What follows belongs to an exercise in optimizing a design on an open flow for small area, a short achievable clock period and few clock cycles per item; a production flow would make more cautious choices. Only simulation tests tie the RTL to the original design; equivalence was not proved. Power and IR drop assume default switching activity.

## design/flow/config.mk

```make
export PLATFORM = sky130hd
export DESIGN_NAME = poly_actor
export DESIGN_NICKNAME = poly_actor
export VERILOG_FILES = /design/flow/design.v
export SDC_FILE = /design/flow/constraint.sdc
export NUM_CORES = 4
export LEC_CHECK = 0
export ABC_CLOCK_PERIOD_IN_PS = 3500
export CAP_MARGIN = 30
export CORE_MARGIN = 2
export CORE_UTILIZATION = 35
export PLACE_DENSITY = 0.45
export SETUP_SLACK_MARGIN = 5
export SLEW_MARGIN = 40
export SYNTH_MEMORY_MAX_BITS = 8192
```

## design/flow/constraint.sdc

```tcl
create_clock -name core_clock -period 8.5 [get_ports {clk}]
set_input_delay 1.7000 -clock core_clock [delete_from_list [all_inputs] [get_ports {clk}]]
set_output_delay 1.7000 -clock core_clock [all_outputs]
set_load 0.01 [all_outputs]
```

## design/flow/design.v

```verilog
package poly_pkg;
    localparam int word_size = 16;
    localparam int slot_count = 8;
    localparam int max_coefs = 32;
    localparam int fifo_depth = 16;
    localparam int slot_bits = $clog2(slot_count);
    localparam int coef_bits = $clog2(max_coefs);    
    localparam int addr_bits = slot_bits + coef_bits;
    localparam int fifo_cw = $clog2(fifo_depth) + 1;
    localparam int cmd_bits = 8 + slot_bits + coef_bits;     
    localparam int tok_bits = word_size + 2;                 
    typedef enum logic [7:0] {
        op_stp = 8'h00,
        op_evp = 8'h01,
        op_evb = 8'h02,
        op_rst = 8'h03
    } opcode_t;
    typedef struct packed {
        opcode_t              opcode;
        logic [slot_bits-1:0] slot;
        logic [coef_bits-1:0] arg;   
    } cmd_word_t;
    typedef enum logic [1:0] {st_ok, st_no_poly, st_bad_opcode} status_t;
    typedef struct packed {
        logic [word_size-1:0] result;
        status_t              status;
    } out_token_t;
    typedef enum logic [3:0] {
        idle, get_cmd_start, get_cmd_wait, stp_start, stp_wait, evp_start, evp_wait,
        evb_start, evb_wait, evb_output, rst_slots, output_st
    } ctrl_state_t;
endpackage
`timescale 1ns/100ps
module token_fifo
#(
    parameter int width = 16,
    parameter int depth = 4          
)
(
    input  logic               clk,
    input  logic               rst,
    input  logic               wr_en,
    input  logic [width-1:0]   wr_data,
    input  logic               rd_en,
    output logic [width-1:0]   rd_data,
    output logic               valid,
    output logic               full
);
    localparam int aw = $clog2(depth);
    logic [width-1:0] mem [depth];
    logic [aw-1:0] wr_ptr;
    logic [aw-1:0] rd_ptr;
    logic [aw:0] count;
    logic do_wr;
    logic do_rd;
    assign full = count == (aw + 1)'(depth);
    assign valid = count != '0;
    assign do_wr = wr_en && !full;
    assign do_rd = rd_en && valid;
    assign rd_data = mem[rd_ptr];
    always_ff @(posedge clk or negedge rst)
    begin
        if (!rst)
        begin
            wr_ptr <= '0;
            rd_ptr <= '0;
            count <= '0;
        end
        else
        begin
            wr_ptr <= wr_ptr + aw'(do_wr);
            rd_ptr <= rd_ptr + aw'(do_rd);
            count <= count + (aw + 1)'(do_wr) - (aw + 1)'(do_rd);
        end
    end
    always_ff @(posedge clk)
    begin
        if (do_wr)
            mem[wr_ptr] <= wr_data;
    end
endmodule
`timescale 1ns/100ps
module coef_store
(
    input  logic                               clk,
    input  logic                               wr_en,
    input  logic [poly_pkg::slot_bits-1:0]     wr_slot,
    input  logic [4:0]                         wr_stage,
    input  logic [poly_pkg::word_size-1:0]     wr_data,
    input  logic [3:0]                         rd_tap,
    output logic [8*poly_pkg::word_size-1:0]   rd_data      
);
    localparam int w = poly_pkg::word_size;
    logic [8*32*w-1:0] ring;
    for (genvar s = 0; s < 8; s++)
    begin : g_slot
        for (genvar k = 0; k < 32; k++)
        begin : g_stage
            logic [w-1:0] q;
            if (k % 2 == 1)
            begin : g_wr
                always_ff @(posedge clk)
                begin
                    if (wr_en && wr_slot == 3'(s) && wr_stage == 5'(k))
                        q <= wr_data;
                    else
                        q <= ring[(s*32 + (k+31)%32)*w +: w];
                end
            end
            else
            begin : g_shift
                always_ff @(posedge clk)
                    q <= ring[(s*32 + (k+31)%32)*w +: w];
            end
            assign ring[(s*32 + k)*w +: w] = q;
        end
        logic [16*w-1:0] taps;
        for (genvar t = 0; t < 16; t++)
        begin : g_tap
            assign taps[t*w +: w] = ring[(s*32 + 2*t)*w +: w];
        end
        logic [w-1:0] tq;
        always_ff @(posedge clk)
            tq <= taps[rd_tap*w +: w];
        assign rd_data[s*w +: w] = tq;
    end
endmodule
`timescale 1ns/100ps
module mac_csa
(
    input  logic [15:0] a,
    input  logic [15:0] m,
    input  logic [15:0] c1,
    output logic [15:0] s0,
    output logic [15:0] s1,
    output logic [15:0] s2
);
    logic t1;
    logic t2;
    logic t3;
    logic t4;
    logic t5;
    logic t6;
    logic t7;
    logic t8;
    logic t9;
    logic t10;
    logic t11;
    logic t12;
    logic t13;
    logic t15;
    logic t17;
    logic t19;
    logic t21;
    logic t22;
    logic t23;
    logic t24;
    logic t25;
    logic t26;
    logic t27;
    logic t28;
    logic t29;
    logic t30;
    logic t31;
    logic t32;
    logic t33;
    logic t34;
    logic t35;
    logic t36;
    logic t37;
    logic t38;
    logic t39;
    logic t40;
    logic t41;
    logic t42;
    logic t43;
    logic t44;
    logic t45;
    logic t46;
    logic t47;
    logic t48;
    logic t49;
    logic t50;
    logic t51;
    logic t52;
    logic t53;
    logic t54;
    logic t55;
    logic t56;
    logic t57;
    logic t58;
    logic t59;
    logic t60;
    logic t61;
    logic t62;
    logic t63;
    logic t64;
    logic t65;
    logic t67;
    logic t69;
    logic t71;
    logic t73;
    logic t74;
    logic t75;
    logic t76;
    logic t77;
    logic t78;
    logic t79;
    logic t80;
    logic t81;
    logic t82;
    logic t83;
    logic t84;
    logic t85;
    logic t86;
    logic t87;
    logic t88;
    logic t89;
    logic t90;
    logic t91;
    logic t92;
    logic t93;
    logic t94;
    logic t95;
    logic t96;
    logic t97;
    logic t98;
    logic t99;
    logic t100;
    logic t101;
    logic t102;
    logic t103;
    logic t104;
    logic t105;
    logic t106;
    logic t107;
    logic t108;
    logic t109;
    logic t110;
    logic t111;
    logic t112;
    logic t113;
    logic t114;
    logic t115;
    logic t116;
    logic t117;
    logic t118;
    logic t119;
    logic t120;
    logic t121;
    logic t122;
    logic t123;
    logic t124;
    logic t125;
    logic t126;
    logic t127;
    logic t129;
    logic t131;
    logic t133;
    logic t134;
    logic t135;
    logic t136;
    logic t137;
    logic t138;
    logic t139;
    logic t140;
    logic t141;
    logic t142;
    logic t143;
    logic t144;
    logic t145;
    logic t146;
    logic t147;
    logic t148;
    logic t149;
    logic t150;
    logic t151;
    logic t152;
    logic t153;
    logic t154;
    logic t155;
    logic t156;
    logic t157;
    logic t158;
    logic t159;
    logic t160;
    logic t161;
    logic t162;
    logic t163;
    logic t164;
    logic t165;
    logic t166;
    logic t167;
    logic t168;
    logic t169;
    logic t170;
    logic t171;
    logic t172;
    logic t173;
    logic t174;
    logic t175;
    logic t176;
    logic t177;
    logic t178;
    logic t179;
    logic t181;
    logic t183;
    logic t184;
    logic t185;
    logic t186;
    logic t187;
    logic t188;
    logic t189;
    logic t190;
    logic t191;
    logic t192;
    logic t193;
    logic t194;
    logic t195;
    logic t196;
    logic t197;
    logic t198;
    logic t199;
    logic t200;
    logic t201;
    logic t202;
    logic t203;
    logic t204;
    logic t205;
    logic t206;
    logic t207;
    logic t208;
    logic t209;
    assign t1 = (a[12] & m[0]) ^ (a[11] & m[1]);
    assign t2 = (a[12] & m[0]) & (a[11] & m[1]);
    assign t3 = (a[13] & m[0]) ^ (a[12] & m[1]) ^ (a[11] & m[2]);
    assign t4 = ((a[13] & m[0]) & (a[12] & m[1])) | ((a[13] & m[0]) & (a[11] & m[2])) | ((a[12] & m[1]) & (a[11] & m[2]));
    assign t5 = (a[10] & m[3]) ^ (a[9] & m[4]);
    assign t6 = (a[10] & m[3]) & (a[9] & m[4]);
    assign t7 = (a[14] & m[0]) ^ (a[13] & m[1]) ^ (a[12] & m[2]);
    assign t8 = ((a[14] & m[0]) & (a[13] & m[1])) | ((a[14] & m[0]) & (a[12] & m[2])) | ((a[13] & m[1]) & (a[12] & m[2]));
    assign t9 = (a[11] & m[3]) ^ (a[10] & m[4]) ^ (a[9] & m[5]);
    assign t10 = ((a[11] & m[3]) & (a[10] & m[4])) | ((a[11] & m[3]) & (a[9] & m[5])) | ((a[10] & m[4]) & (a[9] & m[5]));
    assign t11 = (a[8] & m[6]) ^ (a[7] & m[7]);
    assign t12 = (a[8] & m[6]) & (a[7] & m[7]);
    assign t13 = (a[15] & m[0]) ^ (a[14] & m[1]) ^ (a[13] & m[2]);
    assign t15 = (a[12] & m[3]) ^ (a[11] & m[4]) ^ (a[10] & m[5]);
    assign t17 = (a[9] & m[6]) ^ (a[8] & m[7]) ^ (a[7] & m[8]);
    assign t19 = (a[6] & m[9]) ^ (a[5] & m[10]);
    assign t21 = (a[8] & m[0]) ^ (a[7] & m[1]);
    assign t22 = (a[8] & m[0]) & (a[7] & m[1]);
    assign t23 = (a[9] & m[0]) ^ (a[8] & m[1]) ^ (a[7] & m[2]);
    assign t24 = ((a[9] & m[0]) & (a[8] & m[1])) | ((a[9] & m[0]) & (a[7] & m[2])) | ((a[8] & m[1]) & (a[7] & m[2]));
    assign t25 = (a[6] & m[3]) ^ (a[5] & m[4]);
    assign t26 = (a[6] & m[3]) & (a[5] & m[4]);
    assign t27 = (a[10] & m[0]) ^ (a[9] & m[1]) ^ (a[8] & m[2]);
    assign t28 = ((a[10] & m[0]) & (a[9] & m[1])) | ((a[10] & m[0]) & (a[8] & m[2])) | ((a[9] & m[1]) & (a[8] & m[2]));
    assign t29 = (a[7] & m[3]) ^ (a[6] & m[4]) ^ (a[5] & m[5]);
    assign t30 = ((a[7] & m[3]) & (a[6] & m[4])) | ((a[7] & m[3]) & (a[5] & m[5])) | ((a[6] & m[4]) & (a[5] & m[5]));
    assign t31 = (a[4] & m[6]) ^ (a[3] & m[7]);
    assign t32 = (a[4] & m[6]) & (a[3] & m[7]);
    assign t33 = (a[11] & m[0]) ^ (a[10] & m[1]) ^ (a[9] & m[2]);
    assign t34 = ((a[11] & m[0]) & (a[10] & m[1])) | ((a[11] & m[0]) & (a[9] & m[2])) | ((a[10] & m[1]) & (a[9] & m[2]));
    assign t35 = (a[8] & m[3]) ^ (a[7] & m[4]) ^ (a[6] & m[5]);
    assign t36 = ((a[8] & m[3]) & (a[7] & m[4])) | ((a[8] & m[3]) & (a[6] & m[5])) | ((a[7] & m[4]) & (a[6] & m[5]));
    assign t37 = (a[5] & m[6]) ^ (a[4] & m[7]) ^ (a[3] & m[8]);
    assign t38 = ((a[5] & m[6]) & (a[4] & m[7])) | ((a[5] & m[6]) & (a[3] & m[8])) | ((a[4] & m[7]) & (a[3] & m[8]));
    assign t39 = (a[2] & m[9]) ^ (a[1] & m[10]);
    assign t40 = (a[2] & m[9]) & (a[1] & m[10]);
    assign t41 = t1 ^ (a[10] & m[2]) ^ (a[9] & m[3]);
    assign t42 = (t1 & (a[10] & m[2])) | (t1 & (a[9] & m[3])) | ((a[10] & m[2]) & (a[9] & m[3]));
    assign t43 = (a[8] & m[4]) ^ (a[7] & m[5]) ^ (a[6] & m[6]);
    assign t44 = ((a[8] & m[4]) & (a[7] & m[5])) | ((a[8] & m[4]) & (a[6] & m[6])) | ((a[7] & m[5]) & (a[6] & m[6]));
    assign t45 = (a[5] & m[7]) ^ (a[4] & m[8]) ^ (a[3] & m[9]);
    assign t46 = ((a[5] & m[7]) & (a[4] & m[8])) | ((a[5] & m[7]) & (a[3] & m[9])) | ((a[4] & m[8]) & (a[3] & m[9]));
    assign t47 = (a[2] & m[10]) ^ (a[1] & m[11]) ^ (a[0] & m[12]);
    assign t48 = ((a[2] & m[10]) & (a[1] & m[11])) | ((a[2] & m[10]) & (a[0] & m[12])) | ((a[1] & m[11]) & (a[0] & m[12]));
    assign t49 = t2 ^ t3 ^ t5;
    assign t50 = (t2 & t3) | (t2 & t5) | (t3 & t5);
    assign t51 = (a[8] & m[5]) ^ (a[7] & m[6]) ^ (a[6] & m[7]);
    assign t52 = ((a[8] & m[5]) & (a[7] & m[6])) | ((a[8] & m[5]) & (a[6] & m[7])) | ((a[7] & m[6]) & (a[6] & m[7]));
    assign t53 = (a[5] & m[8]) ^ (a[4] & m[9]) ^ (a[3] & m[10]);
    assign t54 = ((a[5] & m[8]) & (a[4] & m[9])) | ((a[5] & m[8]) & (a[3] & m[10])) | ((a[4] & m[9]) & (a[3] & m[10]));
    assign t55 = (a[2] & m[11]) ^ (a[1] & m[12]) ^ (a[0] & m[13]);
    assign t56 = ((a[2] & m[11]) & (a[1] & m[12])) | ((a[2] & m[11]) & (a[0] & m[13])) | ((a[1] & m[12]) & (a[0] & m[13]));
    assign t57 = t4 ^ t6 ^ t7;
    assign t58 = (t4 & t6) | (t4 & t7) | (t6 & t7);
    assign t59 = t9 ^ t11 ^ (a[6] & m[8]);
    assign t60 = (t9 & t11) | (t9 & (a[6] & m[8])) | (t11 & (a[6] & m[8]));
    assign t61 = (a[5] & m[9]) ^ (a[4] & m[10]) ^ (a[3] & m[11]);
    assign t62 = ((a[5] & m[9]) & (a[4] & m[10])) | ((a[5] & m[9]) & (a[3] & m[11])) | ((a[4] & m[10]) & (a[3] & m[11]));
    assign t63 = (a[2] & m[12]) ^ (a[1] & m[13]) ^ (a[0] & m[14]);
    assign t64 = ((a[2] & m[12]) & (a[1] & m[13])) | ((a[2] & m[12]) & (a[0] & m[14])) | ((a[1] & m[13]) & (a[0] & m[14]));
    assign t65 = t8 ^ t10 ^ t12;
    assign t67 = t13 ^ t15 ^ t17;
    assign t69 = t19 ^ (a[4] & m[11]) ^ (a[3] & m[12]);
    assign t71 = (a[2] & m[13]) ^ (a[1] & m[14]) ^ (a[0] & m[15]);
    assign t73 = (a[5] & m[0]) ^ (a[4] & m[1]);
    assign t74 = (a[5] & m[0]) & (a[4] & m[1]);
    assign t75 = (a[6] & m[0]) ^ (a[5] & m[1]) ^ (a[4] & m[2]);
    assign t76 = ((a[6] & m[0]) & (a[5] & m[1])) | ((a[6] & m[0]) & (a[4] & m[2])) | ((a[5] & m[1]) & (a[4] & m[2]));
    assign t77 = (a[3] & m[3]) ^ (a[2] & m[4]);
    assign t78 = (a[3] & m[3]) & (a[2] & m[4]);
    assign t79 = (a[7] & m[0]) ^ (a[6] & m[1]) ^ (a[5] & m[2]);
    assign t80 = ((a[7] & m[0]) & (a[6] & m[1])) | ((a[7] & m[0]) & (a[5] & m[2])) | ((a[6] & m[1]) & (a[5] & m[2]));
    assign t81 = (a[4] & m[3]) ^ (a[3] & m[4]) ^ (a[2] & m[5]);
    assign t82 = ((a[4] & m[3]) & (a[3] & m[4])) | ((a[4] & m[3]) & (a[2] & m[5])) | ((a[3] & m[4]) & (a[2] & m[5]));
    assign t83 = (a[1] & m[6]) ^ (a[0] & m[7]);
    assign t84 = (a[1] & m[6]) & (a[0] & m[7]);
    assign t85 = t21 ^ (a[6] & m[2]) ^ (a[5] & m[3]);
    assign t86 = (t21 & (a[6] & m[2])) | (t21 & (a[5] & m[3])) | ((a[6] & m[2]) & (a[5] & m[3]));
    assign t87 = (a[4] & m[4]) ^ (a[3] & m[5]) ^ (a[2] & m[6]);
    assign t88 = ((a[4] & m[4]) & (a[3] & m[5])) | ((a[4] & m[4]) & (a[2] & m[6])) | ((a[3] & m[5]) & (a[2] & m[6]));
    assign t89 = (a[1] & m[7]) ^ (a[0] & m[8]) ^ c1[8];
    assign t90 = ((a[1] & m[7]) & (a[0] & m[8])) | ((a[1] & m[7]) & c1[8]) | ((a[0] & m[8]) & c1[8]);
    assign t91 = t22 ^ t23 ^ t25;
    assign t92 = (t22 & t23) | (t22 & t25) | (t23 & t25);
    assign t93 = (a[4] & m[5]) ^ (a[3] & m[6]) ^ (a[2] & m[7]);
    assign t94 = ((a[4] & m[5]) & (a[3] & m[6])) | ((a[4] & m[5]) & (a[2] & m[7])) | ((a[3] & m[6]) & (a[2] & m[7]));
    assign t95 = (a[1] & m[8]) ^ (a[0] & m[9]) ^ c1[9];
    assign t96 = ((a[1] & m[8]) & (a[0] & m[9])) | ((a[1] & m[8]) & c1[9]) | ((a[0] & m[9]) & c1[9]);
    assign t97 = t24 ^ t26 ^ t27;
    assign t98 = (t24 & t26) | (t24 & t27) | (t26 & t27);
    assign t99 = t29 ^ t31 ^ (a[2] & m[8]);
    assign t100 = (t29 & t31) | (t29 & (a[2] & m[8])) | (t31 & (a[2] & m[8]));
    assign t101 = (a[1] & m[9]) ^ (a[0] & m[10]) ^ c1[10];
    assign t102 = ((a[1] & m[9]) & (a[0] & m[10])) | ((a[1] & m[9]) & c1[10]) | ((a[0] & m[10]) & c1[10]);
    assign t103 = t28 ^ t30 ^ t32;
    assign t104 = (t28 & t30) | (t28 & t32) | (t30 & t32);
    assign t105 = t33 ^ t35 ^ t37;
    assign t106 = (t33 & t35) | (t33 & t37) | (t35 & t37);
    assign t107 = t39 ^ (a[0] & m[11]) ^ c1[11];
    assign t108 = (t39 & (a[0] & m[11])) | (t39 & c1[11]) | ((a[0] & m[11]) & c1[11]);
    assign t109 = t34 ^ t36 ^ t38;
    assign t110 = (t34 & t36) | (t34 & t38) | (t36 & t38);
    assign t111 = t40 ^ t41 ^ t43;
    assign t112 = (t40 & t41) | (t40 & t43) | (t41 & t43);
    assign t113 = t45 ^ t47 ^ c1[12];
    assign t114 = (t45 & t47) | (t45 & c1[12]) | (t47 & c1[12]);
    assign t115 = t42 ^ t44 ^ t46;
    assign t116 = (t42 & t44) | (t42 & t46) | (t44 & t46);
    assign t117 = t48 ^ t49 ^ t51;
    assign t118 = (t48 & t49) | (t48 & t51) | (t49 & t51);
    assign t119 = t53 ^ t55 ^ c1[13];
    assign t120 = (t53 & t55) | (t53 & c1[13]) | (t55 & c1[13]);
    assign t121 = t50 ^ t52 ^ t54;
    assign t122 = (t50 & t52) | (t50 & t54) | (t52 & t54);
    assign t123 = t56 ^ t57 ^ t59;
    assign t124 = (t56 & t57) | (t56 & t59) | (t57 & t59);
    assign t125 = t61 ^ t63 ^ c1[14];
    assign t126 = (t61 & t63) | (t61 & c1[14]) | (t63 & c1[14]);
    assign t127 = t58 ^ t60 ^ t62;
    assign t129 = t64 ^ t65 ^ t67;
    assign t131 = t69 ^ t71 ^ c1[15];
    assign t133 = (a[3] & m[0]) ^ (a[2] & m[1]);
    assign t134 = (a[3] & m[0]) & (a[2] & m[1]);
    assign t135 = (a[4] & m[0]) ^ (a[3] & m[1]) ^ (a[2] & m[2]);
    assign t136 = ((a[4] & m[0]) & (a[3] & m[1])) | ((a[4] & m[0]) & (a[2] & m[2])) | ((a[3] & m[1]) & (a[2] & m[2]));
    assign t137 = (a[1] & m[3]) ^ (a[0] & m[4]);
    assign t138 = (a[1] & m[3]) & (a[0] & m[4]);
    assign t139 = t73 ^ (a[3] & m[2]) ^ (a[2] & m[3]);
    assign t140 = (t73 & (a[3] & m[2])) | (t73 & (a[2] & m[3])) | ((a[3] & m[2]) & (a[2] & m[3]));
    assign t141 = (a[1] & m[4]) ^ (a[0] & m[5]) ^ c1[5];
    assign t142 = ((a[1] & m[4]) & (a[0] & m[5])) | ((a[1] & m[4]) & c1[5]) | ((a[0] & m[5]) & c1[5]);
    assign t143 = t74 ^ t75 ^ t77;
    assign t144 = (t74 & t75) | (t74 & t77) | (t75 & t77);
    assign t145 = (a[1] & m[5]) ^ (a[0] & m[6]) ^ c1[6];
    assign t146 = ((a[1] & m[5]) & (a[0] & m[6])) | ((a[1] & m[5]) & c1[6]) | ((a[0] & m[6]) & c1[6]);
    assign t147 = t76 ^ t78 ^ t79;
    assign t148 = (t76 & t78) | (t76 & t79) | (t78 & t79);
    assign t149 = t81 ^ t83 ^ c1[7];
    assign t150 = (t81 & t83) | (t81 & c1[7]) | (t83 & c1[7]);
    assign t151 = t80 ^ t82 ^ t84;
    assign t152 = (t80 & t82) | (t80 & t84) | (t82 & t84);
    assign t153 = t85 ^ t87 ^ t89;
    assign t154 = (t85 & t87) | (t85 & t89) | (t87 & t89);
    assign t155 = t86 ^ t88 ^ t90;
    assign t156 = (t86 & t88) | (t86 & t90) | (t88 & t90);
    assign t157 = t91 ^ t93 ^ t95;
    assign t158 = (t91 & t93) | (t91 & t95) | (t93 & t95);
    assign t159 = t92 ^ t94 ^ t96;
    assign t160 = (t92 & t94) | (t92 & t96) | (t94 & t96);
    assign t161 = t97 ^ t99 ^ t101;
    assign t162 = (t97 & t99) | (t97 & t101) | (t99 & t101);
    assign t163 = t98 ^ t100 ^ t102;
    assign t164 = (t98 & t100) | (t98 & t102) | (t100 & t102);
    assign t165 = t103 ^ t105 ^ t107;
    assign t166 = (t103 & t105) | (t103 & t107) | (t105 & t107);
    assign t167 = t104 ^ t106 ^ t108;
    assign t168 = (t104 & t106) | (t104 & t108) | (t106 & t108);
    assign t169 = t109 ^ t111 ^ t113;
    assign t170 = (t109 & t111) | (t109 & t113) | (t111 & t113);
    assign t171 = t110 ^ t112 ^ t114;
    assign t172 = (t110 & t112) | (t110 & t114) | (t112 & t114);
    assign t173 = t115 ^ t117 ^ t119;
    assign t174 = (t115 & t117) | (t115 & t119) | (t117 & t119);
    assign t175 = t116 ^ t118 ^ t120;
    assign t176 = (t116 & t118) | (t116 & t120) | (t118 & t120);
    assign t177 = t121 ^ t123 ^ t125;
    assign t178 = (t121 & t123) | (t121 & t125) | (t123 & t125);
    assign t179 = t122 ^ t124 ^ t126;
    assign t181 = t127 ^ t129 ^ t131;
    assign t183 = (a[2] & m[0]) ^ (a[1] & m[1]);
    assign t184 = (a[2] & m[0]) & (a[1] & m[1]);
    assign t185 = t133 ^ (a[1] & m[2]) ^ (a[0] & m[3]);
    assign t186 = (t133 & (a[1] & m[2])) | (t133 & (a[0] & m[3])) | ((a[1] & m[2]) & (a[0] & m[3]));
    assign t187 = t134 ^ t135 ^ t137;
    assign t188 = (t134 & t135) | (t134 & t137) | (t135 & t137);
    assign t189 = t136 ^ t138 ^ t139;
    assign t190 = (t136 & t138) | (t136 & t139) | (t138 & t139);
    assign t191 = t140 ^ t142 ^ t143;
    assign t192 = (t140 & t142) | (t140 & t143) | (t142 & t143);
    assign t193 = t144 ^ t146 ^ t147;
    assign t194 = (t144 & t146) | (t144 & t147) | (t146 & t147);
    assign t195 = t148 ^ t150 ^ t151;
    assign t196 = (t148 & t150) | (t148 & t151) | (t150 & t151);
    assign t197 = t152 ^ t154 ^ t155;
    assign t198 = (t152 & t154) | (t152 & t155) | (t154 & t155);
    assign t199 = t156 ^ t158 ^ t159;
    assign t200 = (t156 & t158) | (t156 & t159) | (t158 & t159);
    assign t201 = t160 ^ t162 ^ t163;
    assign t202 = (t160 & t162) | (t160 & t163) | (t162 & t163);
    assign t203 = t164 ^ t166 ^ t167;
    assign t204 = (t164 & t166) | (t164 & t167) | (t166 & t167);
    assign t205 = t168 ^ t170 ^ t171;
    assign t206 = (t168 & t170) | (t168 & t171) | (t170 & t171);
    assign t207 = t172 ^ t174 ^ t175;
    assign t208 = (t172 & t174) | (t172 & t175) | (t174 & t175);
    assign t209 = t176 ^ t178 ^ t179;
    assign s0[0] = (a[0] & m[0]);
    assign s1[0] = c1[0];
    assign s2[0] = 1'b0;
    assign s0[1] = (a[1] & m[0]);
    assign s1[1] = (a[0] & m[1]);
    assign s2[1] = c1[1];
    assign s0[2] = t183;
    assign s1[2] = (a[0] & m[2]);
    assign s2[2] = c1[2];
    assign s0[3] = t184;
    assign s1[3] = t185;
    assign s2[3] = c1[3];
    assign s0[4] = t186;
    assign s1[4] = t187;
    assign s2[4] = c1[4];
    assign s0[5] = t188;
    assign s1[5] = t189;
    assign s2[5] = t141;
    assign s0[6] = t190;
    assign s1[6] = t191;
    assign s2[6] = t145;
    assign s0[7] = t192;
    assign s1[7] = t193;
    assign s2[7] = t149;
    assign s0[8] = t194;
    assign s1[8] = t195;
    assign s2[8] = t153;
    assign s0[9] = t196;
    assign s1[9] = t197;
    assign s2[9] = t157;
    assign s0[10] = t198;
    assign s1[10] = t199;
    assign s2[10] = t161;
    assign s0[11] = t200;
    assign s1[11] = t201;
    assign s2[11] = t165;
    assign s0[12] = t202;
    assign s1[12] = t203;
    assign s2[12] = t169;
    assign s0[13] = t204;
    assign s1[13] = t205;
    assign s2[13] = t173;
    assign s0[14] = t206;
    assign s1[14] = t207;
    assign s2[14] = t177;
    assign s0[15] = t208;
    assign s1[15] = t209;
    assign s2[15] = t181;
endmodule
`timescale 1ns/100ps
module poly_actor
(
    input  logic                            clk,
    input  logic                            rst,
    input  logic                            cmd_req,
    input  poly_pkg::cmd_word_t             cmd_data,
    output logic                            cmd_ack,
    input  logic                            data_req,
    input  logic [poly_pkg::word_size-1:0]  data_in,
    output logic                            data_ack,
    output logic                            out_req,
    output poly_pkg::out_token_t            out_token,
    input  logic                            out_ack
);
    localparam int w = poly_pkg::word_size;
    localparam int lanes = 8;
    localparam int lw = $clog2(lanes);
    logic [1:0] in_req;
    logic [1:0] in_ack;
    logic [1:0] in_full;
    logic [1:0] in_wr;
    poly_pkg::cmd_word_t cq;
    logic cv;
    logic cmd_pop;
    logic [w-1:0] dq;
    logic dv;
    logic data_pop;
    assign in_req = {data_req, cmd_req};
    assign in_wr = in_req & ~in_ack & ~in_full;
    assign cmd_ack = in_ack[0];
    assign data_ack = in_ack[1];
    always_ff @(posedge clk or negedge rst)
    begin
        if (!rst)
            in_ack <= '0;
        else
            in_ack <= (in_ack & in_req) | in_wr;
    end
    token_fifo #(.width(poly_pkg::cmd_bits), .depth(2)) cmd_fifo_i
    (
        .clk(clk), .rst(rst), .wr_en(in_wr[0]), .wr_data(cmd_data), .rd_en(cmd_pop),
        .rd_data(cq), .valid(cv), .full(in_full[0])
    );
    token_fifo #(.width(w), .depth(8)) data_fifo_i
    (
        .clk(clk), .rst(rst), .wr_en(in_wr[1]), .wr_data(data_in), .rd_en(data_pop),
        .rd_data(dq), .valid(dv), .full(in_full[1])
    );
    logic [4:0] ph;
    logic [4:0] deg [poly_pkg::slot_count];
    logic [poly_pkg::slot_count-1:0] slot_ok;
    logic wr_en;
    logic [2:0] wr_slot;
    logic [4:0] wr_stage;
    logic [w-1:0] wr_data;
    logic [3:0] sel_tap;
    logic [8*w-1:0] sv;      
    coef_store store_i
    (
        .clk(clk), .wr_en(wr_en), .wr_slot(wr_slot), .wr_stage(wr_stage), .wr_data(wr_data),
        .rd_tap(sel_tap), .rd_data(sv)
    );
    typedef enum logic [1:0] {q_idle, q_setup, q_eval, q_bad} seq_state_t;
    typedef enum logic [1:0] {a_idle, a_mac, a_fin} act_t;
    seq_state_t st;
    logic [2:0] slot;
    logic [4:0] n;           
    logic [1:0] stat;        
    logic [4:0] idx;         
    logic [5:0] rem;         
    logic [w-1:0] x_next [lanes];
    logic [w-1:0] x2_next [lanes];
    logic [4:0] tn [lanes];
    logic [2:0] tsl [lanes];
    logic [1:0] tst [lanes];
    logic [lw:0] cnt_next;
    logic [4:0] nmax;
    logic [7:0] pend_mask;   
    act_t act;
    logic [1:0] pd;          
    logic pdb;               
    logic [7:0] grp_mask;    
    logic [4:0] new_n;
    logic [lw:0] new_cnt;
    logic [lw:0] eng_cnt;
    logic [lw:0] cpy_cnt;
    logic [4:0] mcnt;
    logic [4:0] ib;          
    logic z1;                
    logic z2;                
    logic finn;              
    logic f2;                
    logic n0;                
    logic [1:0] fq;          
    logic cpend;             
    logic [w-1:0] acc [lanes];
    logic [1:0] fst [lanes];
    logic [w-1:0] sq_a;
    logic [lw-1:0] sq_i;
    logic [lw-1:0] sq_j;
    logic sq_v;
    logic sq_w;
    logic [w-1:0] sq_t0;
    logic [w-1:0] sq_t1;
    logic [w-1:0] sq_t2;
    logic [w-1:0] sq_r0;
    logic [w-1:0] sq_r1;
    logic [w-1:0] sq_r2;
    logic [poly_pkg::tok_bits-1:0] res0 [lanes];
    logic [poly_pkg::tok_bits-1:0] res1 [lanes];
    logic [lw:0] res_cnt [2];
    logic [lw:0] res_ptr;
    logic wsel;
    logic rsel;
    logic res_free;          
    logic res_have;          
    logic stp_go;
    logic room;
    logic can_load;
    logic add_bad;
    logic add;
    logic launch;
    logic eng_open;
    logic do_copy;
    logic [5:0] cnt_cmd;
    logic [4:0] tap_pos;
    assign res_free = res_cnt[wsel] == '0;
    assign res_have = res_cnt[rsel] != '0;
    assign do_copy = (fq[1] || cpend) && res_free;
    assign finn = act == a_mac && mcnt == '0;
    assign eng_open = !pdb && (act == a_idle || act == a_fin || (act == a_mac && mcnt[4:1] == '0));
    assign stp_go = st == q_setup && dv && !ph[0] ^ idx[0] && !(grp_mask[slot] || pend_mask[slot]);
    assign tap_pos = ph + nmax + 5'd2;
    assign launch = cnt_next != '0 && eng_open && !tap_pos[0] && res_free && fq == '0 && !cpend;
    assign room = cnt_next != (lw + 1)'(lanes) && !launch && !pd[0];
    assign can_load = st == q_eval && dv && room;
    assign add_bad = st == q_bad && room;
    assign add = can_load || add_bad;
    assign data_pop = stp_go || can_load;
    assign cmd_pop = st == q_idle && cv;
    assign cnt_cmd = cq.opcode == poly_pkg::op_evb ? {1'b0, cq.arg} : 6'd1;
    always_ff @(posedge clk or negedge rst)
    begin
        if (!rst)
        begin
            st <= q_idle;
            slot <= '0;
            n <= '0;
            stat <= poly_pkg::st_ok;
            idx <= '0;
            rem <= '0;
            cnt_next <= '0;
            nmax <= '0;
            pend_mask <= '0;
            slot_ok <= '0;
            ph <= '0;
            wr_en <= 1'b0;
            for (int i = 0; i < poly_pkg::slot_count; i++)
                deg[i] <= '0;
        end
        else
        begin
            ph <= ph + 5'd1;
            wr_en <= stp_go;
            if (launch)
            begin
                cnt_next <= '0;
                nmax <= '0;
                pend_mask <= '0;
            end
            else if (add)
            begin
                cnt_next <= cnt_next + 1'b1;
                if (stat == poly_pkg::st_ok)
                begin
                    if (n > nmax)
                        nmax <= n;
                    pend_mask[slot] <= 1'b1;
                end
            end
            case (st)
                q_idle:
                begin
                    if (cv)
                    begin
                        slot <= cq.slot;
                        idx <= '0;
                        case (cq.opcode)
                            poly_pkg::op_stp:
                            begin
                                n <= cq.arg;
                                st <= q_setup;
                            end
                            poly_pkg::op_evp, poly_pkg::op_evb:
                            begin
                                n <= slot_ok[cq.slot] ? deg[cq.slot] : '0;
                                stat <= slot_ok[cq.slot] ? poly_pkg::st_ok : poly_pkg::st_no_poly;
                                rem <= cnt_cmd;
                                if (cnt_cmd != '0)
                                    st <= q_eval;
                            end
                            poly_pkg::op_rst: slot_ok <= '0;
                            default:
                            begin
                                n <= '0;
                                stat <= poly_pkg::st_bad_opcode;
                                st <= q_bad;
                            end
                        endcase
                    end
                end
                q_setup:
                begin
                    if (stp_go)
                    begin
                        idx <= idx + 5'd1;
                        if (idx == n)
                        begin
                            deg[slot] <= n;
                            slot_ok[slot] <= 1'b1;
                            st <= q_idle;
                        end
                    end
                end
                q_eval:
                begin
                    if (can_load)
                    begin
                        rem <= rem - 6'd1;
                        if (rem == 6'd1)
                            st <= q_idle;
                    end
                end
                q_bad:
                begin
                    if (add_bad)
                        st <= q_idle;
                end
                default: st <= q_idle;
            endcase
        end
    end
    always_ff @(posedge clk)
    begin
        wr_slot <= slot;
        wr_stage <= ph + idx + 5'd3;
        wr_data <= dq;
        if (add)
        begin
            x_next[cnt_next[lw-1:0]] <= dq;
            tn[cnt_next[lw-1:0]] <= n;
            tsl[cnt_next[lw-1:0]] <= slot;
            tst[cnt_next[lw-1:0]] <= stat;
        end
        sq_a <= dq;
        sq_i <= cnt_next[lw-1:0];
        sq_j <= sq_i;
        sq_r0 <= sq_t0;
        sq_r1 <= sq_t1;
        sq_r2 <= sq_t2;
        if (sq_w)
            x2_next[sq_j] <= sq_r0 + sq_r1 + sq_r2;
    end
    always_ff @(posedge clk or negedge rst)
    begin
        if (!rst)
        begin
            sq_v <= 1'b0;
            sq_w <= 1'b0;
        end
        else
        begin
            sq_v <= can_load;
            sq_w <= sq_v;
        end
    end
    mac_csa sq_csa_i
    (
        .a(sq_a), .m(sq_a), .c1('0), .s0(sq_t0), .s1(sq_t1), .s2(sq_t2)
    );
    always_ff @(posedge clk or negedge rst)
    begin
        if (!rst)
        begin
            act <= a_idle;
            pd <= '0;
            pdb <= 1'b0;
            grp_mask <= '0;
            new_n <= '0;
            new_cnt <= '0;
            eng_cnt <= '0;
            cpy_cnt <= '0;
            mcnt <= '0;
            ib <= '0;
            z1 <= 1'b0;
            z2 <= 1'b0;
            f2 <= 1'b0;
            n0 <= 1'b0;
            fq <= '0;
            cpend <= 1'b0;
            sel_tap <= '0;
        end
        else
        begin
            pd <= {pd[0], launch};
            pdb <= launch || pd[0];
            if (launch)
            begin
                new_n <= nmax;
                new_cnt <= cnt_next;
                sel_tap <= tap_pos[4:1];
                grp_mask <= pend_mask;
            end
            else if (act != a_mac && !pdb)
                grp_mask <= '0;
            ib <= pd[0] ? new_n : ib - 5'd1;
            fq <= {fq[0], act == a_fin};
            cpend <= (fq[1] || cpend) && !res_free;
            if (act == a_fin)
                cpy_cnt <= eng_cnt;
            if (pd[1])
            begin
                act <= a_mac;
                mcnt <= new_n;
                eng_cnt <= new_cnt;
            end
            else if (act == a_mac)
            begin
                mcnt <= mcnt - 5'd1;
                if (mcnt == '0)
                    act <= a_fin;
            end
            else
                act <= a_idle;
            z1 <= pd[1];
            z2 <= z1;
            f2 <= act == a_fin;
            if (pd[1])
                n0 <= new_n == '0;
        end
    end
    for (genvar i = 0; i < lanes; i++)
    begin : g_lane
        logic [w-1:0] x;
        logic [w-1:0] x2;
        logic [w-1:0] m;
        logic [4:0] ln;
        logic [2:0] lsl;
        logic [1:0] lst;
        logic [w-1:0] lc;
        logic [w-1:0] t0;
        logic [w-1:0] t1;
        logic [w-1:0] t2;
        logic [w-1:0] r0;
        logic [w-1:0] r1;
        logic [w-1:0] r2;
        logic [w-1:0] e;
        logic [w-1:0] u0;
        logic [w-1:0] u1;
        logic [w-1:0] v0;
        logic [w-1:0] v1;
        logic busy;
        assign e = f2 ? acc[i] : '0;
        assign u0 = r0 ^ r1 ^ r2;
        assign u1 = {(r0[w-2:0] & r1[w-2:0]) | (r0[w-2:0] & r2[w-2:0]) | (r1[w-2:0] & r2[w-2:0]), 1'b0};
        assign v0 = u0 ^ u1 ^ e;
        assign v1 = {(u0[w-2:0] & u1[w-2:0]) | (u0[w-2:0] & e[w-2:0]) | (u1[w-2:0] & e[w-2:0]), 1'b0};
        mac_csa csa_i
        (
            .a(acc[i]), .m(m), .c1(lc), .s0(t0), .s1(t1), .s2(t2)
        );
        always_ff @(posedge clk or negedge rst)
        begin
            if (!rst)
                busy <= 1'b0;
            else
                busy <= act != a_idle;
        end
        always_ff @(posedge clk)
        begin
            if (pd[0])
            begin
                ln <= tn[i];
                lsl <= tsl[i];
            end
            if (pd[1])
            begin
                x <= x_next[i];
                x2 <= x2_next[i];
                lst <= tst[i];
            end
            if (pd[1])
                m <= '0;
            else if (finn)
                m <= n0 ? '0 : x;
            else if (z2)
                m <= x2;
            if (act == a_fin)
                fst[i] <= lst;
            lc <= finn || ib > ln ? '0 : sv[lsl*w +: w];
            r0 <= t0;
            r1 <= t1;
            r2 <= t2;
            if (busy)
                acc[i] <= v0 + v1;
        end
    end
    always_ff @(posedge clk or negedge rst)
    begin
        if (!rst)
        begin
            res_cnt[0] <= '0;
            res_cnt[1] <= '0;
            res_ptr <= '0;
            wsel <= 1'b0;
            rsel <= 1'b0;
            out_req <= 1'b0;
        end
        else
        begin
            if (do_copy)
            begin
                res_cnt[wsel] <= cpy_cnt;
                wsel <= !wsel;
            end
            if (!out_req && !out_ack && res_have)
            begin
                out_req <= 1'b1;
                if (res_ptr + 1'b1 == res_cnt[rsel])
                begin
                    res_ptr <= '0;
                    res_cnt[rsel] <= '0;
                    rsel <= !rsel;
                end
                else
                    res_ptr <= res_ptr + 1'b1;
            end
            else if (out_ack)
                out_req <= 1'b0;
        end
    end
    always_ff @(posedge clk)
    begin
        if (!out_req && !out_ack && res_have)
            out_token <= rsel ? res1[res_ptr[lw-1:0]] : res0[res_ptr[lw-1:0]];
        for (int i = 0; i < lanes; i++)
        begin
            if (do_copy && !wsel)
                res0[i] <= {fst[i] == poly_pkg::st_ok ? acc[i] : 16'h0000, fst[i]};
            if (do_copy && wsel)
                res1[i] <= {fst[i] == poly_pkg::st_ok ? acc[i] : 16'h0000, fst[i]};
        end
    end
endmodule
```

## design/flow/run.sh

```bash
#!/bin/bash
# synth_recipe.tcl (not shown) runs the flow's synth.tcl, then flattens the netlist and writes it again
# the make line also repeats each setting of config.mk as NAME=value (left out here)
make -C /OpenROAD-flow-scripts/flow DESIGN_CONFIG=/design/flow/config.mk WORK_HOME=/design/flow/orfs CLKGATE_MAP_FILE= SYNTH_SCRIPT=/design/flow/synth_recipe.tcl finish
```

==> results of run 1 <==
[worst max-delay path: stages, from the launching register on]
cell and delay [ns]:
dfrtp_4 0.52, buf_16 0.17, buf_4 0.13, nand2_4 0.04, fa_1 0.53, inv_1 0.05
ha_2 0.17, inv_2 0.06, fa_2 0.20, nor2b_1 0.05, o31a_1 0.29, o41a_1 0.37
o311a_4 0.37, o2111a_1 0.24, a211o_1 0.22
[cells in the mapped netlist, drive strengths merged, types with 8 or more instances]
library cell     n
dfxtp         4926
mux2          2101
edfxtp        1266
and2           956
fa             918
mux4           917
inv            848
nand2          765
clkbuf         672
nor2           457
ha             368
xnor2          312
mux2i          278
buf            240
o21ai          209
dfrtp          178
nor3           171
a21oi          145
a31oi          129
xor2            92
nand3           62
a22oi           50
nor2b           48
nand4           44
a222oi          36
o21a            36
nand2b          33
a211oi          29
a21o            28
o211ai          22
o21bai          21
o31ai           18
nor4            16
o22a            16
and3            15
or2             14
a211o           11
nand3b          10
or3             10
a221o            9
a221oi           8
nor3b            8
o22ai            8
[power by group]
group	leakage (nW)	switching, mW	internal (mW)	total (mW)
logic	46.2	13.0	6.50	19.5
registers	53.5	1.93	33.6	35.5
clock network	11.1	12.5	17.5	30.0
[metal layers]
metal / vias to the layer above / GRT usage [%] / part of all wire (%)
met3: 968 / 2.60 / 4.5
met1: 68700 / 29.6 / 46
met5: - / 0 / 0.010
li1: 58700 / - / -
met4: 12 / 5.57 / 2.8
met2: 3108 / 34.0 / 46
[path summary, 6_finish.rpt]
check	startpoint	to	slack, ns
worst max-delay path	fq[0]$_DFF_PN0_	acc[0][15]$_DFFE_PP_	4.78
worst min-delay path	store_i.g_slot[6].g_stage[23].q[2]$_DFF_P_	store_i.g_slot[6].g_stage[24].q[2]$_DFF_P_	0.29
worst max register to register	fq[0]$_DFF_PN0_	acc[0][15]$_DFFE_PP_	4.78
worst min register to register	store_i.g_slot[6].g_stage[23].q[2]$_DFF_P_	store_i.g_slot[6].g_stage[24].q[2]$_DFF_P_	0.29
max in group asynchronous	rst	data_fifo_i.rd_ptr[1]$_DFF_PN0_	6.60
min in group asynchronous	rst	res_ptr[2]$_DFFE_PN0P_	0.51
[per-stage QoR]
| step | instances | hold slack (ns) |
|---|---|---|
| 6_report | 26600 | 0.292 |
| 2_1_floorplan | 16600 | 0.310 |
| 4_1_cts | 26500 | 0.296 |
| 3_3_place_gp | 25100 | 0.310 |
| 3_5_place_dp | 25100 | 0.312 |
| 5_1_grt | 26600 | 0.302 |
[area by class of cell]
cell class              instances  share of cell area (%)
diodes                         71                  0.0637
clock buffers                1034                    7.20
clock inverters               224                   0.938
inverters                     848                    1.14
multi-input cells            8456                    33.9
flip-flops and latches       6370                    50.6
well taps                    9027                    4.05
repair buffers                600                    2.13
[flip-flops by register name, summed over array words and instances, names as in the netlist, 128 cells and up]
signal / cells
store_i.g_slot.g_stage.q: 4096
res0: 144
res1: 144
acc: 128
data_fifo_i.mem: 128
g_lane.lc: 128
g_lane.m: 128
g_lane.r0: 128
g_lane.r1: 128
g_lane.x: 128
store_i.g_slot.tq: 128
x_next: 128
[cells by family after synthesis]
family	after synthesis	share of synthesized area (%)
DFF	6370	58.7
muxes	3296	19.6
and+or+nand+nor	2624	5.48
buffers and inverters	1760	2.84
adders and majority gates	1289	9.58
AOI/OAI and AO/OA	842	2.31
xor gates and xnor gates	405	1.48
[what timing repair did]
item                                    in CTS  in global routing
pin swaps                                   54                119
gates resized for setup                    221                181
endpoints found under the setup margin     321                303
buffers inserted                            63                 94
gates cloned                                 4                  6
==> impl_metrics.env, run 1 <==
export IMPL_grt_pass1_vias=136000
export IMPL_async_flop_share_pct=2.79
export IMPL_numPortBuffers=57
export IMPL_register_area_um2=141000
export IMPL_fmax_ghz=0.269
export IMPL_antenna_found_initial=98
export IMPL_leakagePower_nw=111
export IMPL_final_cell_mix="dfxtp_1 (4871), mux2_2 (2087), edfxtp_1 (1266)"
export IMPL_end_kind="register"
export IMPL_synth_cell_type_count=87
export IMPL_synth_area_top_cells="dfxtp_1 (41%), edfxtp_1 (16%), mux2_2 (9.8%)"
export IMPL_ys_seq_area_share_pct=58.7
export IMPL_grt_setup_unrepaired="yes"
export IMPL_pwr_density_cell_nw_per_um2=305
export IMPL_tightest_slew_ns=1.01
export IMPL_wirelength_um=742000
export IMPL_nFillCells=63200
export IMPL_fp_dieH_um=833
export IMPL_cts_hold_buf=0
export IMPL_final_net_count=18300
export IMPL_synth_area_um2=240000
export IMPL_grt_max_degree=152
export IMPL_status="timing/DRC/antenna clean"
export IMPL_core_area_um2=685000
export IMPL_place_congestion=0.804
export IMPL_ys_seq_elements=6370
export IMPL_final_hold_viol_count=0
export IMPL_first_iter_violations=9800
export IMPL_start_kind="register"
export IMPL_cts_sinks=6370
export IMPL_holdPathStages=0
export IMPL_fin_util_pct=40.8
export IMPL_cts_buffers=684
export IMPL_ir_drop_uv=519
export IMPL_dp_hpwl_um=469000
export IMPL_vias=131000
export IMPL_cts_tree="yes"
export IMPL_crit_type="register to register"
export IMPL_period_minus_slack_ns=3.72
export IMPL_start_util_pct=35.1
export IMPL_cp_max_fo=6
export IMPL_overflow=0
export IMPL_synth_edf_count=1266
export IMPL_grt_use_total_pct=20.9
export IMPL_holdCritPathClass="register to register"
export IMPL_synth_avg_cell_area_um2=14.5
export IMPL_die_w_um=833
export IMPL_yosysTopAreaCellShare_pct=41.0
export IMPL_dr_pass1_iters=7
export IMPL_syn2layout_area_growth_pct=16.2
export IMPL_worst_slack_ns=4.78
export IMPL_cts_max_path_buffers=4
export IMPL_setup_tns_ns=0
export IMPL_drive_gt1_share_pct=29.1
export IMPL_die_area_um2=693000
export IMPL_rr_worst_depth=14
export IMPL_yosys_warnings=16
export IMPL_dp_slack_ns=3.99
export IMPL_vias_per_cell=4.94
export IMPL_drv_cap=0
export IMPL_synthCells=16600
export IMPL_yosysTopAreaCell="dfxtp_1"
export IMPL_worstPathArrival_ns=4.55
export IMPL_multi_input_area_um2=94500
export IMPL_stdcell_area_um2=279000
export IMPL_slew_headroom_pct=32.1
export IMPL_synth_flop_cell="dfxtp_1"
export IMPL_period_share_pct=43.8
export IMPL_syn_num_nets=17900
export IMPL_drv_slew=0
export IMPL_ioPinCount=58
export IMPL_grt_pass1_wl_um=1050000
export IMPL_h_tree_depth=6
export IMPL_finalPower_mw=85.0
export IMPL_required_ns=9.32
export IMPL_placed_area_um2=253000
export IMPL_worstSkewPairLatency_ns=1.13
export IMPL_final_common_cell="dfxtp_1"
export IMPL_path_clk_slew_ns=0.06
export IMPL_ant_nets=0
export IMPL_finalSetupViolations=0
export IMPL_route_detailed_drc=0
export IMPL_finalClockSkew_ns=0.0824
export IMPL_rows=304
export IMPL_drt_wirelength_per_cell_um=27.9
export IMPL_root_buffer="clkbuf_16"
Testbench counts, summed over its fixed seeds: cycles 11,358, items 3,097.
==> inputs of run 2 (changes only) <==
--- a/design/flow/design.v
+++ b/design/flow/design.v
@@ -671,7 +671,6 @@
     logic f2;                
     logic n0;                
     logic [1:0] fq;          
-    logic cpend;             
     logic [w-1:0] acc [lanes];
     logic [1:0] fst [lanes];
     logic [w-1:0] sq_a;
@@ -703,14 +702,14 @@
     logic do_copy;
     logic [5:0] cnt_cmd;
     logic [4:0] tap_pos;
-    assign res_free = res_cnt[wsel] == '0;
+    assign res_free = act == a_idle ? res_cnt[wsel] == '0 : res_cnt[!wsel] == '0;
     assign res_have = res_cnt[rsel] != '0;
-    assign do_copy = (fq[1] || cpend) && res_free;
+    assign do_copy = fq[1];
     assign finn = act == a_mac && mcnt == '0;
     assign eng_open = !pdb && (act == a_idle || act == a_fin || (act == a_mac && mcnt[4:1] == '0));
     assign stp_go = st == q_setup && dv && !ph[0] ^ idx[0] && !(grp_mask[slot] || pend_mask[slot]);
     assign tap_pos = ph + nmax + 5'd2;
-    assign launch = cnt_next != '0 && eng_open && !tap_pos[0] && res_free && fq == '0 && !cpend;
+    assign launch = cnt_next != '0 && eng_open && !tap_pos[0] && res_free && fq == '0;
     assign room = cnt_next != (lw + 1)'(lanes) && !launch && !pd[0];
     assign can_load = st == q_eval && dv && room;
     assign add_bad = st == q_bad && room;
@@ -876,7 +875,6 @@
             f2 <= 1'b0;
             n0 <= 1'b0;
             fq <= '0;
-            cpend <= 1'b0;
             sel_tap <= '0;
         end
         else
@@ -894,7 +892,6 @@
                 grp_mask <= '0;
             ib <= pd[0] ? new_n : ib - 5'd1;
             fq <= {fq[0], act == a_fin};
-            cpend <= (fq[1] || cpend) && !res_free;
             if (act == a_fin)
                 cpy_cnt <= eng_cnt;
             if (pd[1])
@@ -918,6 +915,37 @@
                 n0 <= new_n == '0;
         end
     end
+    function automatic logic [w-1:0] ks_add(input logic [w-1:0] a, input logic [w-1:0] b);
+        logic [w-1:0] g;
+        logic [w-1:0] p;
+        logic [w-1:0] gg;
+        logic [w-1:0] pp;
+        logic [w-1:0] gn;
+        logic [w-1:0] pn;
+        g = a & b;
+        p = a ^ b;
+        gg = g;
+        pp = p;
+        for (int d = 1; d < w; d = d * 2)
+        begin
+            for (int k = 0; k < w; k++)
+            begin
+                if (k >= d)
+                begin
+                    gn[k] = gg[k] | (pp[k] & gg[k-d]);
+                    pn[k] = pp[k] & pp[k-d];
+                end
+                else
+                begin
+                    gn[k] = gg[k];
+                    pn[k] = pp[k];
+                end
+            end
+            gg = gn;
+            pp = pn;
+        end
+        ks_add = p ^ {gg[w-2:0], 1'b0};
+    endfunction
     for (genvar i = 0; i < lanes; i++)
     begin : g_lane
         logic [w-1:0] x;
@@ -938,7 +966,6 @@
         logic [w-1:0] u1;
         logic [w-1:0] v0;
         logic [w-1:0] v1;
-        logic busy;
         assign e = f2 ? acc[i] : '0;
         assign u0 = r0 ^ r1 ^ r2;
         assign u1 = {(r0[w-2:0] & r1[w-2:0]) | (r0[w-2:0] & r2[w-2:0]) | (r1[w-2:0] & r2[w-2:0]), 1'b0};
@@ -948,13 +975,6 @@
         (
             .a(acc[i]), .m(m), .c1(lc), .s0(t0), .s1(t1), .s2(t2)
         );
-        always_ff @(posedge clk or negedge rst)
-        begin
-            if (!rst)
-                busy <= 1'b0;
-            else
-                busy <= act != a_idle;
-        end
         always_ff @(posedge clk)
         begin
             if (pd[0])
@@ -980,8 +1000,7 @@
             r0 <= t0;
             r1 <= t1;
             r2 <= t2;
-            if (busy)
-                acc[i] <= v0 + v1;
+            acc[i] <= ks_add(v0, v1);
         end
     end
     always_ff @(posedge clk or negedge rst)
==> run 2 against run 1 <==
  * Clock-buffer cell count shrank 10
  * Highest routed layer unchanged
  * Non-clock buffer count shrank 108
  * Wire length shrank 1.8%
  * Largest power group unchanged
  * Clock power is essentially flat
  * Largest cell class unchanged
  * Setup slack gained 0.22 ns
  * Sequential cell count shrank 2
  * Cell count shrank 0.84%
  * Die area shrank 0.80%
  * Critical path type unchanged
  * Clock skew shrank 0.0016 ns
==> impl_metrics.env, run 2 <==
export IMPL_finalPower_mw=85.2
export IMPL_yosysTopAreaCellShare_pct=42.4
export IMPL_dp_hpwl_um=474000
export IMPL_place_congestion=0.809
export IMPL_route_detailed_drc=0
export IMPL_max_stage_delay_ns=0.52
export IMPL_drt_wirelength_per_cell_um=27.6
export IMPL_wirelength_um=729000
export IMPL_grt_setup_unrepaired="yes"
export IMPL_cts_buffers=687
export IMPL_sequentialPowerShare_pct=42.5
export IMPL_largest_reg_flops=4096
export IMPL_root_buffer="clkbuf_16"
export IMPL_grt_use_total_pct=20.7
export IMPL_multi_input_area_um2=93500
export IMPL_register_area_um2=140000
export IMPL_regMostFlops="store_i.g_slot.g_stage.q"
export IMPL_synth_area_top_cells="dfxtp_1 (42%), edfxtp_1 (14%), mux2_2 (9.9%)"
export IMPL_overflow=0
export IMPL_syn_num_nets=17800
export IMPL_crit_chain="buf_12, buf_12, buf_16, and2_1, fa_1, ha_1, nor2b_1, o21ai_2, a21boi_2, or4b_4, a31o_2, a21oi_2, xnor2_1"
export IMPL_synth_edf_count=1138
export IMPL_cts_hold_buf=0
export IMPL_antenna_found_initial=86
export IMPL_nFillCells=62600
export IMPL_drive_gt1_share_pct=28.7
export IMPL_vias=129000
export IMPL_cpMostUsedCell="buf_12"
export IMPL_grt_pass1_wl_um=1030000
export IMPL_combPwrFrac_pct=22.0
export IMPL_grt_max_degree=155
export IMPL_final_hold_viol_count=0
export IMPL_final_cell_mix="dfxtp_1 (4965), mux2_2 (2089), edfxtp_1 (1138)"
export IMPL_cp_max_fo=6
export IMPL_setup_tns_ns=0
export IMPL_grt_pass1_vias=135000
export IMPL_rows=303
export IMPL_path_buf_inv=3
export IMPL_final_common_cell="dfxtp_1"
export IMPL_syn2layout_area_growth_pct=15.8
export IMPL_ir_drop_uv=514
export IMPL_ant_nets=0
export IMPL_switching_share_pct=32.9
export IMPL_ioPinCount=58
export IMPL_fp_dieH_um=829
export IMPL_internal_power_mw=57.2
export IMPL_vias_per_cell=4.89
export IMPL_synthCells=16400
export IMPL_slew_headroom_pct=35.5
export IMPL_first_iter_violations=9493
export IMPL_start_kind="register"
export IMPL_power_switching_mw=28.0
export IMPL_synth_cell_type_count=89
export IMPL_die_w_um=829
export IMPL_cts_tree="yes"
export IMPL_crit_type="register to register"
export IMPL_synth_area_um2=238000
export IMPL_synth_flop_cell="dfxtp_1"
export IMPL_numPortBuffers=57
export IMPL_dr_pass1_iters=6
export IMPL_post_synth_top_count_cell="dfxtp_1"
export IMPL_core_area_um2=680000
export IMPL_required_ns=9.56
export IMPL_period_minus_slack_ns=3.51
export IMPL_start_util_pct=35.1
export IMPL_finalClockSkew_ns=0.0807
export IMPL_cts_max_path_buffers=4
export IMPL_finalSetupViolations=0
export IMPL_h_tree_depth=6
export IMPL_yosys_warnings=16
export IMPL_ys_seq_area_share_pct=58.6
export IMPL_cts_sinks=6368
export IMPL_die_area_um2=688000
export IMPL_cp_top_family="simple AND/OR/NAND/NOR gates"
export IMPL_tightest_slew_ns=0.941
export IMPL_drv_slew=0
export IMPL_period_share_pct=41.2
export IMPL_ys_seq_elements=6368
export IMPL_path_clk_slew_ns=0.06
export IMPL_yosysTopAreaCell="dfxtp_1"
export IMPL_fmax_ghz=0.285
export IMPL_holdCritPathClass="register to register"
export IMPL_drv_cap=0
export IMPL_status="timing/DRC/antenna clean"
export IMPL_synth_top_cells_by_count="dfxtp_1 (5054), mux2_2 (2096), edfxtp_1 (1138)"
export IMPL_slowest_stage="dfrtp_4"
export IMPL_synth_avg_cell_area_um2=14.5
export IMPL_clockPowerShare_pct=35.5
export IMPL_final_net_count=18100
export IMPL_pwr_density_cell_nw_per_um2=309
export IMPL_worstSkewPairLatency_ns=1.16
export IMPL_reg_largest_list="store_i.g_slot.g_stage.q: 4096 flops, res0: 144 flops, res1: 144 flops"
export IMPL_async_flop_share_pct=2.76
export IMPL_end_kind="register"
export IMPL_worstPathArrival_ns=4.56
export IMPL_leakagePower_nw=111
-- run 2: power by group through the flow --
stage	clock network, mW	registers, mW	logic [mW]
floorplan	0	35.1	9.46
CTS	31.0	36.3	18.7
global route	32.2	36.4	19.9
global placement	0	37.3	17.5
finish	30.2	36.2	18.7
detailed placement	0	37.0	18.1
-- run 2: cells by family (layout without fill, tap and decap cells) --
group,Yosys count,count (layout),share of synthesized area (%)
DFF,6368,6368,58.6
muxes,3323,3323,20.0
and+or+nand+nor,2635,2635,5.53
buffers and inverters,1700,2563,2.74
adders and majority gates,1289,1289,9.65
AOI/OAI and AO/OA,708,708,1.94
xor gates and xnor gates,422,422,1.55
other,0,101,0
-- run 2: timing repair --
| item | in CTS | in global routing |
|---|---|---|
| setup endpoints to repair | 347 | 138 |
| pin swaps | 15 | 58 |
| cloned | 4 | 4 |
| gates resized for setup | 215 | 130 |
| buffers inserted | 30 | 32 |
-- run 2: path summary, 6_finish.rpt --
kind	startpoint	cells after the start	to	slack (ns)
min in group asynchronous	rst	1	eng_cnt[0]$_DFFE_PN0P_	0.50
max in group asynchronous	rst	2	sel_tap[1]$_DFFE_PN0N_	6.68
max	fq[0]$_DFF_PN0_	13	acc[5][13]$_DFF_P_	4.99
min	store_i.g_slot[1].g_stage[9].q[6]$_DFF_P_	0	store_i.g_slot[1].g_stage[10].q[6]$_DFF_P_	0.29
min reg2reg	store_i.g_slot[1].g_stage[9].q[6]$_DFF_P_	0	store_i.g_slot[1].g_stage[10].q[6]$_DFF_P_	0.29
max reg2reg	fq[0]$_DFF_PN0_	13	acc[5][13]$_DFF_P_	4.99
-- run 2: routing by layer --
metal  up-vias  GRT usage, %  part of all wire, %
li1      57600             -                    -
met1     67700          29.0                   46
met2      2781          34.0                   47
met3       935          2.67                  4.3
met4        10          5.35                  2.9
met5         -             0               0.0095
-- run 2: area by class of cell --
class	count	share of cell area (%)
Sequential cell	6368	50.7
Inverter	805	1.11
Antenna cell	101	0.0915
Clock buffer	1024	7.22
Tap cell	8997	4.08
Multi-Input combinational cell	8377	33.9
Clock inverter	242	1.11
Timing Repair Buffer	492	1.82
-- run 2: per-stage QoR --
| stage | setup slack [ns] | cell area (µm²) | utilization [%] | hold WS [ns] | std cells |
|---|---|---|---|---|---|
| after floorplan | 4.31 | 238000 | - | 0.310 | 16400 |
| after global placement | 4.00 | 250000 | 36.8 | 0.310 | 24900 |
| after detailed placement | 4.03 | 251000 | 36.9 | 0.312 | 25000 |
| after CTS | 4.88 | 275000 | 40.4 | 0.279 | 26300 |
| after global routing | 4.89 | 276000 | 40.6 | 0.298 | 26400 |
| final | 4.99 | 276000 | 40.6 | 0.292 | 26400 |
-- run 2: worst register-to-register path, delay by kind of cell, from the launching register on --
kind                     cells  cell delay (ns)
AND/OR/NAND/NOR              3             0.83
adder cells (fa/ha/maj)      2             0.76
AO/OA/AOI/OAI                4             0.71
flip-flops                   1             0.52
buffers and inverters        3             0.47
XOR/XNOR                     1             0.12
Testbench counts of run 2, summed over its fixed seeds: cycles 11,494, items 3,097.
==> inputs of run 3 (changes only) <==
--- a/design/flow/design.v
+++ b/design/flow/design.v
@@ -668,7 +668,6 @@
     logic z1;                
     logic z2;                
     logic finn;              
-    logic f2;                
     logic n0;                
     logic [1:0] fq;          
     logic [w-1:0] acc [lanes];
@@ -872,7 +871,6 @@
             ib <= '0;
             z1 <= 1'b0;
             z2 <= 1'b0;
-            f2 <= 1'b0;
             n0 <= 1'b0;
             fq <= '0;
             sel_tap <= '0;
@@ -910,7 +908,6 @@
                 act <= a_idle;
             z1 <= pd[1];
             z2 <= z1;
-            f2 <= act == a_fin;
             if (pd[1])
                 n0 <= new_n == '0;
         end
@@ -949,7 +946,6 @@
     for (genvar i = 0; i < lanes; i++)
     begin : g_lane
         logic [w-1:0] x;
-        logic [w-1:0] x2;
         logic [w-1:0] m;
         logic [4:0] ln;
         logic [2:0] lsl;
@@ -962,11 +958,12 @@
         logic [w-1:0] r1;
         logic [w-1:0] r2;
         logic [w-1:0] e;
+        logic [w-1:0] sum2;
         logic [w-1:0] u0;
         logic [w-1:0] u1;
         logic [w-1:0] v0;
         logic [w-1:0] v1;
-        assign e = f2 ? acc[i] : '0;
+        assign sum2 = ks_add(v0, v1);
         assign u0 = r0 ^ r1 ^ r2;
         assign u1 = {(r0[w-2:0] & r1[w-2:0]) | (r0[w-2:0] & r2[w-2:0]) | (r1[w-2:0] & r2[w-2:0]), 1'b0};
         assign v0 = u0 ^ u1 ^ e;
@@ -985,7 +982,6 @@
             if (pd[1])
             begin
                 x <= x_next[i];
-                x2 <= x2_next[i];
                 lst <= tst[i];
             end
             if (pd[1])
@@ -993,14 +989,15 @@
             else if (finn)
                 m <= n0 ? '0 : x;
             else if (z2)
-                m <= x2;
+                m <= x2_next[i];     
             if (act == a_fin)
                 fst[i] <= lst;
             lc <= finn || ib > ln ? '0 : sv[lsl*w +: w];
             r0 <= t0;
             r1 <= t1;
             r2 <= t2;
-            acc[i] <= ks_add(v0, v1);
+            acc[i] <= sum2;
+            e <= act == a_fin ? sum2 : '0;
         end
     end
     always_ff @(posedge clk or negedge rst)
==> run 3 against run 2 <==
  * Non-clock buffer count down 44
  * Die area down 0.37%
  * Global-route usage up 0.15 points
  * Critical path type is now register to output port
  * Highest routed layer unchanged
==> impl_metrics.env, run 3 <==
export IMPL_first_iter_violations=9452
export IMPL_numPortBuffers=57
export IMPL_period_minus_slack_ns=3.56
export IMPL_fin_cells=26400
export IMPL_die_area_um2=685000
export IMPL_final_cell_mix="dfxtp_1 (5087), mux2_2 (2088), edfxtp_1 (1018)"
export IMPL_dp_cells=25100
export IMPL_tightest_slew_ns=0.929
export IMPL_required_ns=6.80
export IMPL_drv_slew=0
export IMPL_yosys_warnings=16
export IMPL_vias_per_cell=4.90
export IMPL_final_hold_viol_count=0
export IMPL_synth_avg_cell_area_um2=14.3
export IMPL_fin_util_pct=40.6
export IMPL_cts_buffers=682
export IMPL_worstPathArrival_ns=1.86
export IMPL_stdcell_area_um2=274000
export IMPL_synth_area_top_cells="dfxtp_1 (44%), edfxtp_1 (13%), mux2_2 (10%)"
export IMPL_h_tree_depth=6
export IMPL_async_flop_share_pct=2.76
export IMPL_synth_cell_type_count=76
export IMPL_reg_largest_list="store_i.g_slot.g_stage.q: 4096 flops, res0: 144 flops, res1: 144 flops"
export IMPL_largest_reg_flops=4096
export IMPL_overflow=0
export IMPL_post_synth_top_count_cell="dfxtp_1"
export IMPL_crit_chain="buf_2"
export IMPL_start_util_pct=35.1
export IMPL_final_common_cell="dfxtp_1"
export IMPL_pwr_density_cell_nw_per_um2=299
export IMPL_grt_max_degree=153
export IMPL_worst_slack_ns=4.94
export IMPL_rows=302
export IMPL_regMostFlops="store_i.g_slot.g_stage.q"
export IMPL_start_kind="register"
export IMPL_ir_drop_uv=547
export IMPL_syn_num_nets=17900
export IMPL_dp_hpwl_um=467000
export IMPL_dp_slack_ns=4.13
export IMPL_drive_gt1_share_pct=27.9
export IMPL_drv_cap=0
export IMPL_cp_num_cells=1
export IMPL_yosysTopAreaCell="dfxtp_1"
export IMPL_slowest_stage="edfxtp_1"
export IMPL_final_net_count=18200
export IMPL_grt_use_total_pct=20.9
export IMPL_cts_hold_buf=0
export IMPL_slew_headroom_pct=38.1
export IMPL_holdCritPathClass="register to register"
export IMPL_syn2layout_area_growth_pct=15.5
export IMPL_cts_sinks=6376
export IMPL_status="timing/DRC/antenna clean"
export IMPL_drt_wirelength_per_cell_um=27.5
export IMPL_path_buf_inv=1
export IMPL_place_congestion=0.819
export IMPL_fmax_ghz=0.281
export IMPL_end_kind="output port"
export IMPL_finalPower_mw=81.9
export IMPL_grt_pass1_wl_um=1030000
export IMPL_grt_pass1_vias=135000
export IMPL_vias=129000
export IMPL_synth_flop_cell="dfxtp_1"
export IMPL_synth_area_um2=237000
export IMPL_ant_nets=0
export IMPL_die_w_um=828
export IMPL_setup_tns_ns=0
export IMPL_cp_top_family="flip-flops"
export IMPL_cp_max_fo=1
export IMPL_leakagePower_nw=110
export IMPL_dr_pass1_iters=8
export IMPL_period_share_pct=41.9
export IMPL_ys_seq_elements=6376
export IMPL_yosysTopAreaCellShare_pct=43.7
export IMPL_crit_type="register to output port"
export IMPL_wirelength_um=726000
export IMPL_root_buffer="clkbuf_16"
export IMPL_cts_tree="yes"
export IMPL_core_area_um2=676000
export IMPL_placed_area_um2=250000
export IMPL_ys_seq_area_share_pct=58.4
export IMPL_finalClockSkew_ns=0.125
export IMPL_max_stage_delay_ns=0.52
export IMPL_synthCells=16600
export IMPL_synth_edf_count=1018
export IMPL_cts_max_path_buffers=4
export IMPL_fp_dieH_um=828
export IMPL_route_detailed_drc=0
export IMPL_holdWs_ns=0.277
export IMPL_synth_top_cells_by_count="dfxtp_1 (5182), mux2_2 (2100), edfxtp_1 (1018)"
export IMPL_finalSetupViolations=0
export IMPL_ioPinCount=58
export IMPL_rr_worst_depth=10
export IMPL_path_clk_slew_ns=0.06
export IMPL_antenna_found_initial=103
export IMPL_holdPathStages=0
export IMPL_worstSkewPairLatency_ns=1.14
export IMPL_grt_setup_unrepaired="yes"
-- run 3: logic make-up after synthesis --
logic type                 Yosys count  share of synthesized area (%)
and+or+nand+nor                   2641                           5.51
AOI/OAI and AO/OA                  817                           2.21
adders and majority gates         1289                           9.69
buffers and inverters             1737                           2.75
muxes                             3316                           19.9
DFF                               6376                           58.4
xor gates and xnor gates           419                           1.55
-- run 3: layout make-up --
cell class	instances	area, µm²
clock buffer	1004	19800
timing repair inverter	2	17.5
timing repair buffer	448	4310
antenna	76	190
multi-input combinational	8483	93500
sequential	6376	139000
inverter	839	3180
fill	62700	402000
tap	8968	11200
clock inverter	244	3090
-- run 3: metal layers --
metal  wire length [µm]  up-vias  global-route usage [%]
met4              23300        8                    5.99
met1             330000    67700                    28.8
met2             339000     2928                    34.2
met5                 63        -                       0
li1                   -    57900                       -
met3              34100      977                    2.97
-- run 3: report_power, final --
part	switching (mW)	internal [mW]	total [mW]
Sequential	2.21	33.2	35.4
Clock	12.7	17.3	30.1
Combinational	11.3	5.14	16.5
-- run 3: final timing paths --
check	endpoint	slack (ns)	startpoint
min in group asynchronous	out_req$_DFFE_PN0P_	0.51	rst
worst max register to register	x2_next[0][13]$_DFFE_PP_	5.11	sq_r0[5]$_DFF_P_
worst min-delay path	store_i.g_slot[2].g_stage[10].q[3]$_DFF_P_	0.28	store_i.g_slot[2].g_stage[9].q[3]$_DFF_P_
max in group asynchronous	pd[0]$_DFF_PN0_	6.80	rst
worst min register to register	store_i.g_slot[2].g_stage[10].q[3]$_DFF_P_	0.28	store_i.g_slot[2].g_stage[9].q[3]$_DFF_P_
worst max-delay path	out_token[4]	4.94	out_token[4]$_DFFE_PP_
-- run 3: timing repair --
action,in CTS,in global routing
endpoints found under the setup margin,320,148
cloned,0,3
pin swaps,5,17
setup buffers,17,12
resized for setup,176,100
Testbench counts of run 3, summed over its fixed seeds: cycles 11,494, items 3,097.

==> what the ideal ports hide <==
How much do the figures lean on ideal ports? The routed layouts below were timed once more, with nothing changed but the port constraints. Step 1, drivers: a clkbuf_16 drives clk and a buf_2 each remaining input, both assumed. Step 2 times the ports against the registers' clock, not the clock port: input delays grow and output delays shrink by t, the midpoint of the rising clock arrivals with the driver on. a / b / c = ideal ports / drivers / drivers and shift; a / b = the first two.
| run | t, ns | setup slack, ns |
|---|---|---|
| run 1 | 1.203 | 4.776 / 4.776 / 4.769 |
| run 2 | 1.244 | 4.994 / 4.994 / 4.652 |
| run 3 | 1.206 | 4.938 / 4.813 / 4.580 |
After both steps every run listed still meets setup and hold.
